Background: an optimization exercise with open tools, aiming at a short achievable clock period and few clock cycles. Do not read the settings as production practice. In this exercise RTL edits were held to simulation tests only and were not proved equivalent to the original. No activity file was given, so power comes from the tool's default toggle rates.

[design/flow/run.sh]
#!/bin/bash
# synth_recipe.tcl (not shown) runs the flow's synth.tcl, then flattens the netlist and writes it again
# the make line also repeats each setting of config.mk as NAME=value (left out here)
make -C /OpenROAD-flow-scripts/flow DESIGN_CONFIG=/design/flow/config.mk WORK_HOME=/design/flow/orfs CLKGATE_MAP_FILE= SYNTH_SCRIPT=/design/flow/synth_recipe.tcl finish
[design/flow/config.mk]
export PLATFORM = sky130hd
export DESIGN_NAME = mips_core
export DESIGN_NICKNAME = mips_core
export VERILOG_FILES = /design/flow/design.v
export SDC_FILE = /design/flow/constraint.sdc
export NUM_CORES = 4
export LEC_CHECK = 0
export CAP_MARGIN = 20
export CORE_MARGIN = 2
export CORE_UTILIZATION = 40
export SLEW_MARGIN = 20
[design/flow/constraint.sdc]
create_clock -name core_clock -period 10.0 [get_ports {CLK}]
set_input_delay 2.0000 -clock core_clock [delete_from_list [all_inputs] [get_ports {CLK}]]
set_output_delay 2.0000 -clock core_clock [all_outputs]
set_load 0.01 [all_outputs]
[design/flow/design.v]
module mips_core (
  input  logic        CLK,
  input  logic        reset,
  output logic [31:0] imem_addr,
  input  logic [31:0] imem_data,
  output logic        wb_en,
  output logic [4:0]  wb_reg,
  output logic [31:0] wb_data,
  output logic        st_en,
  output logic [5:0]  st_addr,
  output logic [31:0] st_data
);
  localparam logic [2:0] ALU_AND = 3'b000;
  localparam logic [2:0] ALU_OR  = 3'b001;
  localparam logic [2:0] ALU_ADD = 3'b010;
  localparam logic [2:0] ALU_SUB = 3'b110;
  localparam logic [2:0] ALU_SLT = 3'b111;
  logic [31:0] ifId_instr;
  logic [31:0] ifId_pcPlus4;
  logic        idEx_regWrite, idEx_memtoReg, idEx_memWrite;
  logic        idEx_aluSrc, idEx_regDst;
  logic [2:0]  idEx_aluOp;
  logic [4:0]  idEx_rs, idEx_rt, idEx_rd;
  logic [31:0] idEx_rd1, idEx_rd2, idEx_signImm;
  logic        exMem_regWrite, exMem_memtoReg, exMem_memWrite;
  logic [31:0] exMem_aluOut, exMem_writeData;
  logic [4:0]  exMem_writeReg;
  logic        memWb_regWrite, memWb_memtoReg;
  logic [31:0] memWb_aluOut, memWb_readData;
  logic [4:0]  memWb_writeReg;
  logic [31:0] pcF;
  logic [31:0] PCPlus4F;
  logic [32*32-1:0] rf;
  logic [64*32-1:0] dmem;
  logic [31:0] InstrD;
  logic [5:0]  opD;
  logic [5:0]  functD;
  logic [4:0]  rsD;
  logic [4:0]  rtD;
  logic [4:0]  rdD;
  logic [31:0] signImmD;
  logic [31:0] rd1D;
  logic [31:0] rd2D;
  logic        regWriteD, memtoRegD, memWriteD, aluSrcD, regDstD;
  logic [2:0]  aluOpD;
  logic        BranchD;
  logic        ForwardAD, ForwardBD;
  logic [31:0] SrcAD, SrcBD;
  logic        PCSrcD;
  logic [31:0] PCBranchD;
  logic        StallF, StallD, FlushE;
  logic [1:0]  fwdAE;
  logic [1:0]  fwdBE;
  logic [31:0] srcAE;
  logic [31:0] srcBE;
  logic [31:0] writeDataE;
  logic [31:0] aluOutE;
  logic [4:0]  writeRegE;
  logic [31:0] readDataM;
  logic [31:0] resultW;
  logic lwStall;
  logic branchStall;
  assign imem_addr = pcF;
  assign PCPlus4F  = pcF + 32'd4;
  always_ff @(posedge CLK or negedge reset) begin
    if (!reset) begin
      pcF <= '0;
    end else if (!StallF) begin
      pcF <= PCSrcD ? PCBranchD : PCPlus4F;
    end
  end
  always_ff @(posedge CLK or negedge reset) begin
    if (!reset) begin
      ifId_instr   <= '0;
      ifId_pcPlus4 <= '0;
    end else if (!StallD) begin
      if (PCSrcD) begin
        ifId_instr   <= '0;
        ifId_pcPlus4 <= '0;
      end else begin
        ifId_instr   <= imem_data;
        ifId_pcPlus4 <= PCPlus4F;
      end
    end
  end
  assign InstrD   = ifId_instr;
  assign opD      = InstrD[31:26];
  assign rsD      = InstrD[25:21];
  assign rtD      = InstrD[20:16];
  assign rdD      = InstrD[15:11];
  assign functD   = InstrD[5:0];
  assign signImmD = {{16{InstrD[15]}}, InstrD[15:0]};
  always_comb begin
    regWriteD = 1'b0;
    memtoRegD = 1'b0;
    memWriteD = 1'b0;
    aluSrcD   = 1'b0;
    regDstD   = 1'b0;
    aluOpD    = ALU_ADD;
    BranchD   = 1'b0;
    case (opD)
      6'h00: begin
        regDstD   = 1'b1;
        regWriteD = 1'b1;
        case (functD)
          6'h20:   aluOpD = ALU_ADD;
          6'h22:   aluOpD = ALU_SUB;
          6'h24:   aluOpD = ALU_AND;
          6'h25:   aluOpD = ALU_OR;
          6'h2A:   aluOpD = ALU_SLT;
          default: regWriteD = 1'b0;
        endcase
      end
      6'h23: begin
        regWriteD = 1'b1;
        memtoRegD = 1'b1;
        aluSrcD   = 1'b1;
      end
      6'h2B: begin
        memWriteD = 1'b1;
        aluSrcD   = 1'b1;
      end
      6'h08: begin
        regWriteD = 1'b1;
        aluSrcD   = 1'b1;
      end
      6'h04: BranchD = 1'b1;
      default: ;
    endcase
  end
  for (genvar i = 0; i < 32; i++) begin : g_rf
    always_ff @(negedge CLK or negedge reset) begin
      if (!reset) begin
        rf[i*32 +: 32] <= '0;
      end else if (memWb_regWrite && memWb_writeReg != 5'd0
                   && memWb_writeReg == i) begin
        rf[i*32 +: 32] <= resultW;
      end
    end
  end
  assign rd1D = rf[rsD*32 +: 32];
  assign rd2D = rf[rtD*32 +: 32];
  assign ForwardAD = (rsD != 5'd0) && (rsD == exMem_writeReg)
                  && exMem_regWrite;
  assign ForwardBD = (rtD != 5'd0) && (rtD == exMem_writeReg)
                  && exMem_regWrite;
  assign SrcAD     = ForwardAD ? exMem_aluOut : rd1D;
  assign SrcBD     = ForwardBD ? exMem_aluOut : rd2D;
  assign PCBranchD = {signImmD[29:0], 2'b00} + ifId_pcPlus4;
  assign PCSrcD    = BranchD && (SrcAD == SrcBD);
  assign lwStall = idEx_memtoReg
                && (idEx_rt == rsD || idEx_rt == rtD);
  assign branchStall = BranchD && (
      (idEx_regWrite
        && (writeRegE == rsD || writeRegE == rtD))
   || (exMem_memtoReg
        && (exMem_writeReg == rsD || exMem_writeReg == rtD)));
  assign StallF = lwStall | branchStall;
  assign StallD = StallF;
  assign FlushE = StallF;
  always_ff @(posedge CLK or negedge reset) begin
    if (!reset) begin
      idEx_regWrite <= 1'b0;
      idEx_memtoReg <= 1'b0;
      idEx_memWrite <= 1'b0;
      idEx_aluSrc   <= 1'b0;
      idEx_regDst   <= 1'b0;
      idEx_aluOp    <= 3'b000;
      idEx_rs       <= '0;
      idEx_rt       <= '0;
      idEx_rd       <= '0;
      idEx_rd1      <= '0;
      idEx_rd2      <= '0;
      idEx_signImm  <= '0;
    end else if (FlushE) begin
      idEx_regWrite <= 1'b0;
      idEx_memtoReg <= 1'b0;
      idEx_memWrite <= 1'b0;
      idEx_aluSrc   <= 1'b0;
      idEx_regDst   <= 1'b0;
      idEx_aluOp    <= 3'b000;
      idEx_rs       <= '0;
      idEx_rt       <= '0;
      idEx_rd       <= '0;
      idEx_rd1      <= '0;
      idEx_rd2      <= '0;
      idEx_signImm  <= '0;
    end else begin
      idEx_regWrite <= regWriteD;
      idEx_memtoReg <= memtoRegD;
      idEx_memWrite <= memWriteD;
      idEx_aluSrc   <= aluSrcD;
      idEx_regDst   <= regDstD;
      idEx_aluOp    <= aluOpD;
      idEx_rs       <= rsD;
      idEx_rt       <= rtD;
      idEx_rd       <= rdD;
      idEx_rd1      <= rd1D;
      idEx_rd2      <= rd2D;
      idEx_signImm  <= signImmD;
    end
  end
  always_comb begin
    fwdAE = 2'b00;
    if (exMem_regWrite && exMem_writeReg != 5'd0 && exMem_writeReg == idEx_rs)
      fwdAE = 2'b10;
    else if (memWb_regWrite && memWb_writeReg != 5'd0 && memWb_writeReg == idEx_rs)
      fwdAE = 2'b01;
  end
  always_comb begin
    fwdBE = 2'b00;
    if (exMem_regWrite && exMem_writeReg != 5'd0 && exMem_writeReg == idEx_rt)
      fwdBE = 2'b10;
    else if (memWb_regWrite && memWb_writeReg != 5'd0 && memWb_writeReg == idEx_rt)
      fwdBE = 2'b01;
  end
  always_comb begin
    case (fwdAE)
      2'b10:   srcAE = exMem_aluOut;
      2'b01:   srcAE = resultW;
      default: srcAE = idEx_rd1;
    endcase
  end
  always_comb begin
    case (fwdBE)
      2'b10:   writeDataE = exMem_aluOut;
      2'b01:   writeDataE = resultW;
      default: writeDataE = idEx_rd2;
    endcase
  end
  assign srcBE     = idEx_aluSrc ? idEx_signImm : writeDataE;
  assign writeRegE = idEx_regDst ? idEx_rd : idEx_rt;
  always_comb begin
    case (idEx_aluOp)
      ALU_AND: aluOutE = srcAE & srcBE;
      ALU_OR:  aluOutE = srcAE | srcBE;
      ALU_ADD: aluOutE = srcAE + srcBE;
      ALU_SUB: aluOutE = srcAE - srcBE;
      ALU_SLT: aluOutE = {31'd0, $signed(srcAE) < $signed(srcBE)};
      default: aluOutE = '0;
    endcase
  end
  always_ff @(posedge CLK or negedge reset) begin
    if (!reset) begin
      exMem_regWrite  <= 1'b0;
      exMem_memtoReg  <= 1'b0;
      exMem_memWrite  <= 1'b0;
      exMem_aluOut    <= '0;
      exMem_writeData <= '0;
      exMem_writeReg  <= '0;
    end else begin
      exMem_regWrite  <= idEx_regWrite;
      exMem_memtoReg  <= idEx_memtoReg;
      exMem_memWrite  <= idEx_memWrite;
      exMem_aluOut    <= aluOutE;
      exMem_writeData <= writeDataE;
      exMem_writeReg  <= writeRegE;
    end
  end
  assign readDataM = dmem[exMem_aluOut[7:2]*32 +: 32];
  for (genvar i = 0; i < 64; i++) begin : g_dmem
    always_ff @(posedge CLK or negedge reset) begin
      if (!reset) begin
        dmem[i*32 +: 32] <= '0;
      end else if (exMem_memWrite && exMem_aluOut[7:2] == i) begin
        dmem[i*32 +: 32] <= exMem_writeData;
      end
    end
  end
  assign st_en   = exMem_memWrite;
  assign st_addr = exMem_aluOut[7:2];
  assign st_data = exMem_writeData;
  always_ff @(posedge CLK or negedge reset) begin
    if (!reset) begin
      memWb_regWrite <= 1'b0;
      memWb_memtoReg <= 1'b0;
      memWb_aluOut   <= '0;
      memWb_readData <= '0;
      memWb_writeReg <= '0;
    end else begin
      memWb_regWrite <= exMem_regWrite;
      memWb_memtoReg <= exMem_memtoReg;
      memWb_aluOut   <= exMem_aluOut;
      memWb_readData <= readDataM;
      memWb_writeReg <= exMem_writeReg;
    end
  end
  assign resultW = memWb_memtoReg ? memWb_readData : memWb_aluOut;
  assign wb_en   = memWb_regWrite && (memWb_writeReg != 5'd0);
  assign wb_reg  = memWb_writeReg;
  assign wb_data = resultW;
endmodule
==> summary.txt <==
FF+latch count, synth = 3409
GR Util met2 = 0.3917
# DRC = 0
Worst path depth = 14
largest net degree at the start of global routing = 173
simple-gate portion of the synthesized area = 0.05071
data arrival time of the critical path = 10.48 ns
DRT iter0 DRCs = 10357
grt ovf = 0
Worst Clk Skew = 0.1328 ns
mapped cell area = 165500 sq um
Syn-to-layout area delta = 11.67%
synthesized instance count = 12585
CTS Sinks = 3409
Final Max Tran Viols = 0
most common cell after layout, fill and taps aside = dfrtp_1
final setup violation count = 0
grt met1 use = 0.3385
crit path max fanout = 22
Syn. warnings = 1
Num CTS Buffers = 375
CP startpoint = rf[490]$_DFFE_NN0P_
first-pass GRT wire length = 766900 um
Main synth FF type = dfrtp_1
Hold Path Class = flop to flop
Post-CTS Setup Bufs = 0
clock root buffer master = clkbuf_16
fillers = 36927
post-synthesis compound-gate area fraction = 0.07307
Critical-path top delay cell = a211oi_1
Synth Net Count = 12750
GR peak layer = met2
multi-input logic area = 75100 sq um
vias after detailed routing = 107071
Worst EP required = 10.82 ns
Hold Vio Cnt, Final = 0
Post-synth EDFFs = 0
synthesized area per cell = 13.15 sq um
layout cells sized above 1 = 0.3453
sequential cell area = 85400 sq um
worst vdd ir = 0.1323 mV
Port-buffer cells = 142
Rows = 236
CP Launch Type = flop
Crit Path Class = flop to flop
hold buffers post-CTS = 0
Max Cap Viol = 0
FFs w/ async S/R, synth = 1.000
CP top delay family = compound AO/OA/AOI/OAI gates
vias in the first global route = 107505
Seq/Total Area, Yosys = 0.5155
die width = 647.2 um
CP Capture Type = flop
RePlAce Congestion = 0.8882
CTS resizes = 0
clock latency on the worst-skew pair = 1.00 ns
core region area = 412500 sq um
worst path bufs/invs = 2
synth unique cells = 95
starting density of the core = 0.4011
main combinational cell family by area after synthesis = multiplexers
Reg2Reg Capture Point = pcF[9]$_DFFE_PN0N_
Adder-Cell Fraction of Synth Area = 0.01004
# nets final = 12365
DR WL/cell = 28.86 um
worst stage delay on the critical path = 0.68 ns
TritonRoute pass-1 iters = 9
die area = 418800 sq um
antenna violations before repair = 20
Synth Area in XOR/XNOR = 0.008469
RSZ-0062 raised after global routing = no
crit path cell chain = mux4_2 > a22o_1 > a221oi_1 > and3_1 > xor2_1 > o22ai_1 > a211oi_1 > buf_4 > nor4_1 > nand3_1 > or3_4 > buf_4 > a32oi_1 > o22a_1
pwr dens = 180.8 nW/um^2
FF-to-FF setup slack = 0.34 ns
DPL Wire Length = 311300 um
Die Ht = 647.2 um
CTS tree = built
gr usage total = 0.2467
Leak = 84.78 nW
IO Pins = 143
CTS Buffer Depth = 4
H-tree levels = 5
Detail Route Antenna Nets = 0
Tightest Pin Transition = 1.325 ns
Critical Path Most Common Cell = buf_4
critical path endpoint = pcF[9]$_DFFE_PN0N_
via/cell ratio = 5.952
met3 Resource Use GR = 0.03941
R2R depth = 14
outcome = complete, no violations
mux cell area share after synthesis = 0.3053
Sum Neg Setup Slack = 0 ns
relative slew slack = 0.1127
most frequent cells in the layout = 2335 x dfrtp_1, 2063 x mux2_2, 1078 x mux4_2, 1024 x dfrtn_1, 794 x nor2_1
clk slew on worst S/H paths = 0.06 ns
Reg-to-Reg Start = rf[490]$_DFFE_NN0P_
WL final = 519100 um
worst hold slack = 0.3414 ns
-- power by group --
part	switching [W]	internal, W	total, W
clock network	0.00587	0.00804	0.0139
logic	0.00303	0.00170	0.00473
registers	0.000505	0.0143	0.0148
-- final cells by class --
| cell class | instances | share of cell area |
|---|---|---|
| diodes | 13 | 0.0001760 |
| clock buffers | 565 | 0.06021 |
| clock inverters | 113 | 0.005938 |
| inverters | 170 | 0.003453 |
| multi-input cells | 7762 | 0.4064 |
| flip-flops and latches | 3409 | 0.4622 |
| well taps | 5474 | 0.03706 |
| repair buffers | 482 | 0.02461 |
-- synthesized netlist by cell type, types with 58 or more instances --
cell,instances,area (sq um)
o21ai_0,624,3123
mux2i_1,300,3003
mux4_2,1078,24280
xnor2_1,90,788.3
nor3_1,58,290.3
mux2_2,2063,23230
xor2_1,70,613.1
a221oi_1,74,648.1
nand3_1,98,490.5
a21oi_1,737,3689
buf_2,59,295.3
a22oi_1,118,885.9
clkbuf_1,825,3097
o22ai_1,145,907.1
ha_1,128,1602
inv_1,163,611.8
buf_1,254,953.4
dfrtp_1,2385,59680
dfrtn_1,1024,25620
nand2_1,759,2849
nor2_1,833,3127
-- how the worst min path moves through the flow --
stage                            startpoint  depth (start not counted)                  endpoint
global placement    idEx_memWrite$_DFF_PN0_                          0  exMem_memWrite$_DFF_PN0_
detailed placement  idEx_memWrite$_DFF_PN0_                          0  exMem_memWrite$_DFF_PN0_
CTS                      rf[21]$_DFFE_NN0P_                          0        rf[21]$_DFFE_NN0P_
floorplan           idEx_memWrite$_DFF_PN0_                          0  exMem_memWrite$_DFF_PN0_
finish                   rf[10]$_DFFE_NN0P_                          0        rf[10]$_DFFE_NN0P_
global route             rf[21]$_DFFE_NN0P_                          0        rf[21]$_DFFE_NN0P_
-- flip-flops by register name (all words and copies together), names as in the netlist, 3 cells and up --
signal	flops
memWb_aluOut	32
idEx_rd1	32
rf	1024
exMem_writeReg	5
memWb_readData	32
memWb_writeReg	5
ifId_instr	32
ifId_pcPlus4	32
idEx_rd2	32
idEx_aluOp	3
idEx_signImm	16
idEx_rs	5
pcF	32
exMem_aluOut	32
exMem_writeData	32
idEx_rt	5
dmem	2048
-- worst reg2reg max path: cells and delay by family (launching register included) --
family                 cells  cell delay (ns)
flip-flops                 1             0.36
XOR/XNOR                   1             0.16
AO/OA/AOI/OAI              6             1.77
multiplexers               1             0.47
buffers and inverters      2             0.55
AND/OR/NAND/NOR            4             1.27
-- metrics by stage --
| stage | cell area [sq um] | total power, W | setup slack, ns | utilization | cells |
|---|---|---|---|---|---|
| after floorplan | 165500 | 0.01773 | 1.717 | - | 12585 |
| final | 184800 | 0.03341 | 0.3384 | 0.4480 | 17988 |
| after global placement | 172300 | 0.01968 | 0.2896 | 0.4178 | 17289 |
| after global routing | 184800 | 0.03459 | 0.2355 | 0.4479 | 17976 |
| after detailed placement | 172400 | 0.01972 | 0.3315 | 0.4180 | 17293 |
| after CTS | 184700 | 0.03363 | 0.3930 | 0.4476 | 17971 |
-- metal layers --
metal | part of all wire | vias up | wire length [um]
met5 | 0.000073 | - | 38
met4 | 0.047 | 6 | 24260
met3 | 0.066 | 1076 | 34120
met2 | 0.47 | 3907 | 242700
met1 | 0.42 | 56735 | 218000
li1 | - | 45347 | -
-- logic make-up after synthesis --
kind of cell,count (synthesis)
adder cells (fa/ha/maj),131
flip-flops,3409
AND/OR/NAND/NOR,1982
XOR/XNOR,160
buffers and inverters,1414
AO/OA/AOI/OAI,2048
multiplexers,3441
Testbench counts, summed over its fixed seeds: cycles 128,705.
